What follows belongs to an exercise in optimizing a design on an open flow for small area and a short achievable clock period; a production flow would make more cautious choices. Function was checked by simulation only, so behaviour that the tests miss may differ from the original. The flow treats the clock pin as an ideal source, which a real chip does not have. Power is estimated from default activity; no workload was simulated.

[flow/run.sh]
#!/bin/bash
set -euo pipefail
work=$(cd "$(dirname "$0")/.." && pwd)
bash standard.sh \
  "PRE_IO_PLACEMENT_TCL=$work/flow/io.tcl" \
  "BUFFER_PORTS_ARGS=-buffer_cell sky130_fd_sc_hd__buf_4" \
  "PRE_DETAIL_PLACE_TCL=$work/flow/outreg.tcl" \
  "POST_CTS_TCL=$work/flow/post_cts.tcl" \
  finish > "$work/standard.log" 2>&1
[flow/io.tcl]
# Keep every port in one stretch in the middle of the top edge, so the
# registers that drive the outputs and take the inputs sit together near it.
set die [ord::get_db_block]
set dx [expr [[$die getDieArea] xMax] / 1000.0]
set lo [expr $dx * 0.35]
set hi [expr $dx * 0.65]
set_io_pin_constraint -pin_names {clk rst MemRead MemWrite addr* wdata* rdata* ready busy err} -region top:$lo-$hi
[flow/outreg.tcl]
# Before detailed placement: put each register that drives an output port
# right beside that port's buffer, so the register's output wire is short;
# detailed placement then legalizes the moved cells.
set block [ord::get_db_block]
set moved 0
foreach bterm [$block getBTerms] {
  if {[$bterm getIoType] != "OUTPUT"} { continue }
  set pnet [$bterm getNet]
  set buf ""
  foreach it [$pnet getITerms] {
    if {[$it isOutputSignal]} { set buf [$it getInst] }
  }
  if {$buf == ""} { continue }
  set ff ""
  foreach it [$buf getITerms] {
    if {[$it isInputSignal] && [$it getNet] != "NULL"} {
      foreach it2 [[$it getNet] getITerms] {
        if {[$it2 isOutputSignal]} { set ff [$it2 getInst] }
      }
    }
  }
  if {$ff == ""} { continue }
  if {![[$ff getMaster] isSequential]} { continue }
  set loc [$buf getLocation]
  $ff setLocation [lindex $loc 0] [expr {[lindex $loc 1] - 2720}]
  incr moved
}
puts "outreg.tcl: moved $moved output registers beside their port buffers"
[flow/post_cts.tcl]
# After CTS: one more setup repair of the paths between registers and from
# the inputs. The paths to the outputs, which only the clock tree and the
# output registers limit, are set aside while it runs so they do not stop
# the repair early, and put back after it.
estimate_parasitics -placement
set_false_path -to [all_outputs]
repair_timing -setup -setup_margin 2.1 -repair_tns 100 -verbose
unset_path_exceptions -to [all_outputs]
detailed_placement
check_placement -verbose
[standard.sh]
#!/bin/bash
# synth_recipe.tcl (not shown) runs the flow's synth.tcl, then flattens the netlist and writes it again
# the make line also repeats each setting of config.mk as NAME=value (left out here)
make -C /OpenROAD-flow-scripts/flow DESIGN_CONFIG=/design/flow/config.mk WORK_HOME=/design/flow/orfs CLKGATE_MAP_FILE= SYNTH_SCRIPT=/design/flow/synth_recipe.tcl "${@:-finish}"
[config.mk]
export PLATFORM = sky130hd
export DESIGN_NAME = mem_responder
export DESIGN_NICKNAME = mem_responder
export VERILOG_FILES = /design/flow/design.v
export SDC_FILE = /design/flow/constraint.sdc
export NUM_CORES = 4
export LEC_CHECK = 0
export CAP_MARGIN = 20
export CORE_MARGIN = 2
export CORE_UTILIZATION = 65
export CTS_CLUSTER_DIAMETER = 150
export CTS_CLUSTER_SIZE = 30
export SETUP_SLACK_MARGIN = 2.0
export SLEW_MARGIN = 20
export SYNTH_HIERARCHICAL = 1
export SYNTH_MINIMUM_KEEP_SIZE = 0
[constraint.sdc]
create_clock -name core_clock -period 4.2 [get_ports {clk}]
set_input_delay 0.8400 -clock core_clock [delete_from_list [all_inputs] [get_ports {clk}]]
set_output_delay 0.8400 -clock core_clock [all_outputs]
set_load 0.01 [all_outputs]
[design.v]
package mem_pkg;
    localparam int unsigned ADDR_W_DEF = 8;
    localparam int unsigned DATA_W_DEF = 16;
endpackage
import mem_pkg::*;
module mem_array
#(
    parameter int unsigned DATA_W = mem_pkg::DATA_W_DEF,
    parameter int unsigned DEPTH  = 200,
    parameter int unsigned NGRP   = 8
) (
    input  logic                        clk,
    input  logic [DEPTH-1:0]            we,
    input  logic [DEPTH-1:0]            hold,
    input  logic [DATA_W-1:0]           wdata,
    input  logic [DEPTH-1:0]            sel,
    output logic [NGRP-1:0][DATA_W-1:0] part
);
    localparam int unsigned NTRI  = DEPTH / 3;
    localparam int unsigned NREM  = DEPTH % 3;
    localparam int unsigned NUNIT = NTRI + (NREM != 0 ? 1 : 0);
    logic [DEPTH-1:0][DATA_W-1:0] mem;
    logic [NUNIT-1:0][DATA_W-1:0] unit_n;
    for (genvar w = 0; w < DEPTH; w++) begin : g_word
        always_ff @(posedge clk) begin
            mem[w] <= (mem[w] & {DATA_W{hold[w]}}) | (wdata & {DATA_W{we[w]}});
        end
    end
    for (genvar j = 0; j < NTRI; j++) begin : g_tri
        for (genvar b = 0; b < DATA_W; b++) begin : g_bit
            mem_aoi222 u_aoi (
                .a0 (sel[3 * j]),     .b0 (mem[3 * j][b]),
                .a1 (sel[3 * j + 1]), .b1 (mem[3 * j + 1][b]),
                .a2 (sel[3 * j + 2]), .b2 (mem[3 * j + 2][b]),
                .y  (unit_n[j][b])
            );
        end
    end
    if (NREM == 2) begin : g_rem2
        for (genvar b = 0; b < DATA_W; b++) begin : g_bit
            mem_aoi22 u_aoi (
                .a0 (sel[3 * NTRI]),     .b0 (mem[3 * NTRI][b]),
                .a1 (sel[3 * NTRI + 1]), .b1 (mem[3 * NTRI + 1][b]),
                .y  (unit_n[NTRI][b])
            );
        end
    end else if (NREM == 1) begin : g_rem1
        for (genvar b = 0; b < DATA_W; b++) begin : g_bit
            assign unit_n[NTRI][b] = !(sel[3 * NTRI] && mem[3 * NTRI][b]);
        end
    end
    always_comb begin
        part = '0;
        for (int u = 0; u < NUNIT; u++) begin
            part[u * NGRP / NUNIT] = part[u * NGRP / NUNIT] | ~unit_n[u];
        end
    end
endmodule
module mem_aoi222 (
    input  logic a0, b0, a1, b1, a2, b2,
    output logic y
);
    assign y = !((a0 && b0) || (a1 && b1) || (a2 && b2));
endmodule
module mem_aoi22 (
    input  logic a0, b0, a1, b1,
    output logic y
);
    assign y = !((a0 && b0) || (a1 && b1));
endmodule
import mem_pkg::*;
module mem_responder
#(
    parameter int unsigned ADDR_W = mem_pkg::ADDR_W_DEF,
    parameter int unsigned DATA_W = mem_pkg::DATA_W_DEF,
    parameter int unsigned DEPTH  = 200,
    parameter int unsigned NGRP   = 8,
    parameter int unsigned NWG    = (DEPTH + 7) / 8
) (
    input  logic              clk,
    input  logic              rst,
    input  logic              MemRead,
    input  logic              MemWrite,
    input  logic [ADDR_W-1:0] addr,
    input  logic [DATA_W-1:0] wdata,
    output logic [DATA_W-1:0] rdata,
    output logic              ready,
    output logic              busy,
    output logic              err
);
    logic [7:0]        lo_q;       
    logic [7:0]        mid_q;      
    logic [3:0]        hi_q;       
    logic [DATA_W-1:0] wdata_q;
    logic              rd_q;       
    logic              wr_q;       
    logic              bad_q;      
    logic [DEPTH-1:0]  sel_q;      
    logic [NGRP-1:0][DATA_W-1:0] part_q;
    logic              p1_q, p2_q, p3_q;
    logic [NWG-1:0]    hwe_q;      
    logic [NWG-1:0]    hwe_n_q;    
    logic              busy_q, ready_q, err_q;
    logic [DATA_W-1:0] rdata_q;
    logic              accept;
    logic              in_range;
    logic [DEPTH-1:0]  sel;
    logic [DEPTH-1:0]  we;
    logic [DEPTH-1:0]  hold;
    logic [NGRP-1:0][DATA_W-1:0] part;
    logic [DATA_W-1:0] rd_word;
    assign accept   = !busy_q && (MemRead || MemWrite);
    assign in_range = 32'(addr) < DEPTH;
    always_ff @(posedge clk) begin
        if (accept) begin
            for (int i = 0; i < 8; i++) begin
                lo_q[i]  <= (addr[2:0] == 3'(i));
                mid_q[i] <= (addr[5:3] == 3'(i));
            end
            for (int i = 0; i < 4; i++) begin
                hi_q[i] <= (addr[7:6] == 2'(i));
            end
            wdata_q <= wdata;
            rd_q    <= MemRead;
            wr_q    <= MemWrite && !MemRead && in_range;
            bad_q   <= (MemRead && MemWrite) || !in_range;
        end
        sel_q  <= sel;
        part_q <= part;
    end
    always_comb begin
        for (int w = 0; w < DEPTH; w++) begin
            sel[w]  = lo_q[w % 8] && mid_q[(w / 8) % 8] && hi_q[w / 64];
            we[w]   = sel_q[w] && hwe_q[w / 8];
            hold[w] = !(sel_q[w] && !hwe_n_q[w / 8]);
        end
        rd_word = '0;
        for (int g = 0; g < NGRP; g++) begin
            rd_word = rd_word | part_q[g];
        end
    end
    mem_array #(
        .DATA_W (DATA_W),
        .DEPTH  (DEPTH),
        .NGRP   (NGRP)
    ) u_mem_array (
        .clk   (clk),
        .we    (we),
        .hold  (hold),
        .wdata (wdata_q),
        .sel   (sel_q),
        .part  (part)
    );
    always_ff @(posedge clk or posedge rst) begin
        if (rst) begin
            p1_q    <= 1'b0;
            p2_q    <= 1'b0;
            p3_q    <= 1'b0;
            hwe_q   <= '0;
            hwe_n_q <= '1;
            busy_q  <= 1'b0;
            ready_q <= 1'b0;
            err_q   <= 1'b0;
            rdata_q <= '0;
        end else begin
            p1_q    <= accept;
            p2_q    <= p1_q;
            p3_q    <= p2_q;
            for (int i = 0; i < NWG; i++) begin
                hwe_q[i]   <= p2_q && wr_q && hi_q[i / 8] && mid_q[i % 8];
                hwe_n_q[i] <= !(p2_q && wr_q && hi_q[i / 8] && mid_q[i % 8]);
            end
            busy_q  <= accept || (busy_q && !p3_q);
            ready_q <= p3_q;
            err_q   <= p3_q && bad_q;
            if (p3_q && rd_q) begin
                rdata_q <= bad_q ? '0 : rd_word;
            end
        end
    end
    assign rdata = rdata_q;
    assign ready = ready_q;
    assign busy  = busy_q;
    assign err   = err_q;
endmodule
==> results.txt <==
## cells in the final DEF, fill, tap and decap left out, types with 2 or more instances in the layout
| cell type | Yosys | final |
|---|---|---|
| dfxtp_1 | 3528 | 3509 |
| a22o_1 | 3010 | 3010 |
| a222oi_1 | 1056 | 1056 |
| nand4_1 | 209 | 209 |
| a22o_2 | 206 | 206 |
| and3_1 | 206 | 205 |
| and2_1 | 200 | 200 |
| nand2b_1 | 200 | 200 |
| clkbuf_16 | 0 | 147 |
| buf_4 | 61 | 107 |
| nand2_1 | 92 | 92 |
| or2_2 | 80 | 80 |
| nand3_1 | 48 | 48 |
| or3_1 | 48 | 48 |
| edfxtp_1 | 39 | 39 |
| dfrtp_1 | 47 | 39 |
| buf_12 | 0 | 32 |
| clkbuf_1 | 40 | 31 |
| diode_2 | 0 | 30 |
| inv_1 | 27 | 26 |
| dfstp_2 | 25 | 25 |
| nor4_1 | 32 | 21 |
| buf_6 | 124 | 19 |
| dfxtp_2 | 0 | 19 |
| a22oi_2 | 16 | 16 |
| nor4_2 | 0 | 11 |
| dfrtp_2 | 0 | 8 |
| inv_6 | 0 | 7 |
| nor3b_1 | 6 | 6 |
| nor2_1 | 7 | 6 |
| and3b_1 | 3 | 3 |
| nor3_1 | 2 | 2 |
| nor2b_1 | 2 | 2 |
| buf_8 | 1 | 2 |
## state kept, by name, indices dropped and copies added (netlist names), 4 cells and up
signal,flops
wdata_q,16
mid_q,8
lo_q,8
u_mem_array.mem,3200
part_q,128
hi_q,4
rdata_q,16
sel_q,200
hwe_q,25
hwe_n_q,25
## per-module statistics from Yosys, one instance, submodules excluded, excerpt
module,copies in the design,cells inside,flip-flops and latches
mem_aoi22,16,1,0
mem_responder,1,1251,439
mem_aoi222,1056,1,0
## worst min-delay path by stage
stage                              to  cells after the start  slack (ns)
after floorplan                  p2_q                      0        0.33
after global placement           p2_q                      0        0.33
after detailed placement         p2_q                      0        0.35
after global routing      wdata_q[15]                      1        0.13
final                         ready_q                      2        0.14
## metal layers
layer / vias to the layer above / routed length [um] / GRT usage, %
li1: 39800 / - / -
met1: 47500 / 162000 / 54.6
met4: 6 / 21700 / 19.0
met2: 6321 / 178000 / 57.7
met5: - / 34 / 0
met3: 820 / 44200 / 7.15
## power groups by stage
| stage | clock network [mW] | registers, mW | logic [mW] |
|---|---|---|---|
| floorplan | 0 | 38.7 | 3.01 |
| global placement | 0 | 39.6 | 4.55 |
| detailed placement | 0 | 39.7 | 4.82 |
| global route | 18.2 | 39.1 | 5.40 |
| finish | 16.9 | 39.0 | 5.23 |
## final cells by class
cell class	count	share of cell area, %
Sequential cell	3639	57.2
Clock buffer	178	2.95
Antenna cell	30	0.0583
Tap cell	2542	2.47
Timing Repair Buffer	162	1.34
Inverter	27	0.0816
Multi-Input combinational cell	5430	35.8
Clock inverter	8	0.0709
## metrics by stage
| step | std cells | area (um2) | hold WS [ns] | total power [mW] |
|---|---|---|---|---|
| 2_1_floorplan | 10300 | 127000 | 0.331 | 41.7 |
| 3_3_place_gp | 11800 | 124000 | 0.333 | 44.2 |
| 3_5_place_dp | 11800 | 124000 | 0.353 | 44.5 |
| 5_1_grt | 12000 | 129000 | 0.125 | 62.7 |
| 6_report | 12000 | 129000 | 0.137 | 61.1 |
## cell usage after synthesis, drive strengths merged
| cell type | number |
|---|---|
| a21o | 1 |
| nand3 | 48 |
| nor3 | 3 |
| dfrtp | 47 |
| or3 | 48 |
| and3b | 3 |
| a22oi | 16 |
| dfxtp | 3528 |
| a222oi | 1056 |
| edfxtp | 39 |
| inv | 27 |
| a21oi | 1 |
| and3 | 206 |
| nand2b | 200 |
| nor2b | 2 |
| and2 | 201 |
| clkbuf | 471 |
| nor2 | 8 |
| buf | 740 |
| nor4 | 32 |
| a22o | 3216 |
| nand4 | 209 |
| nand2 | 93 |
| or2 | 80 |
| nor3b | 7 |
| dfstp | 25 |
## logic make-up (layout without fill, tap and decap cells)
kind of cell           Yosys count  count (layout)
buffers and inverters         1238             375
AOI/OAI and AO/OA             4290            4290
and+or+nand+nor               1140            1140
other                            0              30
DFF                           3639            3639
==> results.json <==
{
  "syn_area_mm2": 0.127,
  "combPwrFrac_pct": 8.6,
  "end_kind": "primary output",
  "yosysWarningCount": 8,
  "drt_wl_total_um": 406000,
  "first_iter_violations": 18000,
  "r2r_setup_slack_ns": 1.92,
  "swShare_pct": 25.5,
  "final_nets": 9427,
  "cp.depth": 1,
  "syn-instance-count": 10300,
  "synth_top_family_by_area": "compound AO/OA/AOI/OAI gates",
  "yosysTopAreaCell": "dfxtp_1",
  "p_leak_nw": 50.1,
  "multi_input_area_mm2": 0.0462,
  "layout_setup_ws_ns": 1.91,
  "fin_crit_sh_pct": 54.6,
  "gr-total-overflow": 0,
  "dr.pass1.iters": 10,
  "r2r_start": "part_q[6]",
  "cp_cell_sequence": "buf_6",
  "cp.required_ns": 3.36,
  "grt_max_degree": 162,
  "tightest_slew_ns": 1.25,
  "grt_antenna_before_repair": 26,
  "dieArea_mm2": 0.199,
  "hpwl_um": 244000,
  "synth-simple-area-share_pct": 5.41,
  "track_usage_pct": 38.9,
  "crit_end": "rdata[6]",
  "die_h_um": 446,
  "reg2reg_depth": 3,
  "synth-seq-cells": 3639,
  "synth_area_per_cell_um2": 12.3,
  "crit_start": "rdata_q[6]",
  "initial_utilization_pct": 65.2,
  "insertion_delay_ns": 0.86,
  "fp-row-count": 162,
  "p_switching_mw": 15.6,
  "vias_per_cell": 7.86,
  "drv_cap": 0,
  "ys_seq_area_share_pct": 58.0,
  "vias": 94400,
  "finalMaxSlewViolations": 0,
  "synth_compound_area_share_pct": 30.9,
  "fin_skew_ns": 0.0241,
  "grt_first_pass_wirelength_um": 592000,
  "synthMuxAreaShare_pct": 0,
  "worstSetupPathType": "reg -> out",
  "drtAntennaViolNets": 0,
  "synth_fp_nets": 10300,
  "pwr-share-clk_pct": 27.7,
  "setup_viol": 0,
  "pre_cts_slack_ns": 1.93,
  "yosysTopAreaCellShare_pct": 55.6,
  "timing.rr.end": "rdata_q[6]",
  "cts_sinks": 3639,
  "internal_power_mw": 45.6,
  "synth_xor_xnor_area_share_pct": 0,
  "hold_path.class": "in -> async",
  "gp_congestion": 0.910,
  "crit_family": "flip-flops",
  "hold_violations": 0,
  "power.density_mw_per_mm2": 475,
  "cts.clk_slew.worst_paths_ns": 0.12,
  "status": "timing/DRC/antenna clean",
  "post-route-util_pct": 66.2,
  "fmax_mhz": 436,
  "vdd_drop_max_v": 0.000486,
  "grt_setup_unrepaired": "yes",
  "dieWidth_um": 446,
  "coreArea_mm2": 0.195,
  "synthAdderAreaFrac_pct": 0,
  "ioPinCount": 47,
  "port_buffers": 46,
  "wire_per_inst_um": 33.8,
  "fillers": 14600,
  "fin_tns_setup_ns": 0,
  "layout-drive-gt1-share_pct": 7.31,
  "ys_types": 37,
  "start_kind": "flop",
  "critPathMaxFanout": 2,
  "areaGrowthSynthToFinish_pct": 1.46,
  "path_buf_inv": 1,
  "drc_errors": 0,
  "cp_data_arrival_time_ns": 1.45,
  "period_minus_slack_ns": 2.29,
  "critPathMaxStageDelay_ns": 0.45,
  "synthTopCellsByArea": "dfxtp_1 (56%), a22o_1 (21%), a222oi_1 (8.3%)",
  "grt_pass1_vias": 87100,
  "relSlewSlack_pct": 16.9,
  "seq_power_share_pct": 63.7,
  "slowest_stage": "dfrtp_1",
  "cts_tree": "done",
  "seqCellArea_mm2": 0.0737
}

## re-timing with driven ports
The flow's constraints put no driver on any port. The routed layout listed below was extracted and timed again, unchanged, in two steps.
Step 1 (the two cells are an assumption about what drives the block):
set clk [get_ports {clk}]
set_driving_cell -lib_cell sky130_fd_sc_hd__clkbuf_16 $clk
set_driving_cell -lib_cell sky130_fd_sc_hd__buf_2 [delete_from_list [all_inputs] $clk]
Step 2 moves the port delays by t, midway between the first and last clock arrival at a register: inputs arrive t later, outputs are due t later. That takes back most of the time a late clock gives input paths.
Slacks: ideal / step 1 / step 2; pairs: ideal / step 1.
shift t [ns]: 0.926
setup slack, ns: 1.908 / 1.835 / 1.920
cell pins on the clock port's net: 1
After both steps this run still meets setup and hold. For this run, drivers alone change the setup slack by -0.073 ns; drivers and shift together by +0.012 ns.
